From an optimization exercise on the open Yosys and OpenROAD flow, aimed at small area, a short achievable clock period and few clock cycles; shortcuts taken in it are not production practice. At most, simulation tests tie the RTL to the original design; equivalence was not proved. Power and IR drop assume default switching activity.

## garnet
Design aesKeyExpansionApb, start of the top module:
module aesKeyExpansionApb (
    input  logic                 clk,
    input  logic                 reset,
    input  logic                 psel,
    input  logic                 penable,
    input  logic                 pwrite,
    input  logic [aesKeyPkg::addrWidth-1:0] paddr,
    input  logic [aesKeyPkg::wordWidth-1:0] pwdata,
    output logic [aesKeyPkg::wordWidth-1:0] prdata,
    output logic                 pready,
    output logic                 pslverr
);
    logic       setup;
    logic       isKey;
    logic       isCtrl;
    logic       isStatus;
    logic       isRk;
    logic       rkPage;
    logic       rkValid;
    logic       rkRead;
    logic       errIn;
    logic [3:0] tgtIn;
    assign setup = psel & ~penable;
    assign isKey = (paddr[11:4] == 8'h00) & (paddr[1:0] == 2'b00);
    assign isCtrl = (paddr == aesKeyPkg::ctrlAddr);
    assign isStatus = (paddr == aesKeyPkg::statusAddr);
    assign isRk = (paddr[11:8] != 4'h0);
    assign rkPage = (paddr[11:8] == 4'h1);
    assign tgtIn = paddr[7:4];
  ...
Size: ~2200 cells after synthesis, ~380 flip-flops, ~83 I/O pins, about 19000 µm² of cells after synthesis.
clock: 8.0 ns
lec_check: 0
abc_area: 1
cap_margin: 20
core_margin: 2
core_utilization: 55
cts_buf_list: sky130_fd_sc_hd__clkbuf_8
cts_cluster_diameter: 60
cts_cluster_size: 16
place_density: 0.66
slew_margin: 20
standard.sh (not shown) runs the stock make flow with config.mk's settings and CLKGATE_MAP_FILE= SYNTH_SCRIPT=/design/flow/synth_recipe.tcl, a recipe that flattens the netlist after the stock synthesis.
==> flow/flow/run.sh <==
#!/bin/bash
# Layout flow: the standard ORFS flow (standard.sh, with the standard
# synthesis unchanged and the settings of config.mk), except that the port
# buffers every input and output gets are the plain buffer named in
# flow/port_buffer.txt, and timing repair aims for the setup margin in
# flow/margin.txt. The full make output goes to flow_make.log here.
set -euo pipefail
BUF=$(cat flow/port_buffer.txt)
MARGIN=$(cat flow/margin.txt)
bash standard.sh "BUFFER_PORTS_ARGS=-buffer_cell $BUF" "SETUP_SLACK_MARGIN=$MARGIN" finish > flow_make.log 2>&1
==> flow/flow/margin.txt <==
5.15
==> flow/flow/port_buffer.txt <==
sky130_fd_sc_hd__buf_1
Testbench counts of garnet, summed over its fixed seeds: cycles 18,048.
## Diff of input files: juniper against garnet
--- a/flow/design.v
+++ b/flow/design.v
@@ -255,14 +255,16 @@
     logic       waiting;
     logic       wantDown;
     logic       stepSetup;
     logic       stepWait;
     logic       flip;
     logic       stepA;
     logic       newDown;
+    assign keyWr = {4{setup & pwrite & isKey}} & (4'b0001 << paddr[3:2]);
+    assign startPend = setup & pwrite & isCtrl & pwdata[0];
     assign tval = (tcnt == 3'd6);
     assign waiting = ~readyReg;
     assign wantDown = (tgt < cur);
     assign stepSetup = setup & ~pwrite & rkPage & (paddr[3:2] == 2'd0) & (tgtIn == nbr) & tval;
     assign stepWait = waiting & ~half & tval & (wantDown == down);
     assign flip = waiting & ~half & (wantDown != down);
     assign stepA = stepSetup | stepWait;
@@ -272,16 +274,14 @@
             cur <= 4'd0;
             nbr <= 4'd1;
             down <= 1'b0;
             half <= 1'b0;
             done <= 1'b0;
             readyReg <= 1'b1;
             tcnt <= 3'd0;
-            keyWr <= 4'd0;
-            startPend <= 1'b0;
         end else begin
             if (startPend) begin
                 cur <= 4'd0;
                 nbr <= 4'd1;
                 down <= 1'b0;
                 half <= 1'b0;
                 done <= 1'b1;
@@ -302,22 +302,14 @@
                 tcnt <= tcnt + 3'd1;
             end
             if (setup) begin
                 readyReg <= ~rkRead | (tgtIn == cur) | stepSetup;
             end else if (waiting) begin
                 readyReg <= ~half & (cur == tgt);
             end
-            keyWr <= '0;
-            startPend <= 1'b0;
-            if (setup & pwrite & isKey) begin
-                keyWr[paddr[3:2]] <= 1'b1;
-            end
-            if (setup & pwrite & isCtrl & pwdata[0]) begin
-                startPend <= 1'b1;
-            end
         end
     end
     always_ff @(posedge clk) begin
         if (setup) begin
             tgt <= tgtIn;
             errReg <= errIn;
         end
Findings:
Between juniper and garnet, overall fraction of global-route tracks in use is higher for juniper, garnet comes in under that. When juniper is measured against garnet, its part of the power in combinational logic turns out 1.4 points higher. Sequential power, juniper vs garnet: up by a few percent. A critical path startpoint of paddr[7] is what garnet shows, while paddr[4] belongs to juniper. Compared with garnet, juniper shows a higher number of non-filler instances in the completed layout. Flip-flop and latch count was higher in garnet than in juniper. In the flow results for juniper and garnet, the final worst-path setup slack is smaller on juniper. juniper reports its end point of the critical path as rdata[1]$_DFF_P_ while garnet reports rdata[29]$_DFF_P_. Side by side, shortest period the worst path allows turned out higher in juniper than in garnet.
Function not checked in juniper: the RTL went through the layout flow alone.

-- re-timing with driven ports --
The flow's constraints put no driver on any port. The routed layouts listed below were extracted and timed again, unchanged, in two steps.
Step 1 sets driving cells, clkbuf_16 on the clock port and buf_2 on the other inputs (assumed; they add their load-dependent delay and slew).
Step 2 also shifts input and output timing later by t, the mid clock arrival at the registers, as if the neighbouring blocks saw the same clock.
Slacks: ideal ports / drivers / drivers and shift; pairs: ideal ports / drivers.
run	t (ns)	setup WS [ns]	worst register clock-pin slew, ns
garnet	0.604	5.227 / 5.193 / 4.649	0.11 / 0.11
juniper	0.664	5.128 / 5.158 / 4.494	0.11 / 0.11
After both steps setup and hold are still met in every run listed. For juniper, which loses most, drivers alone change the setup slack by +0.030 ns; drivers and shift together by -0.634 ns.
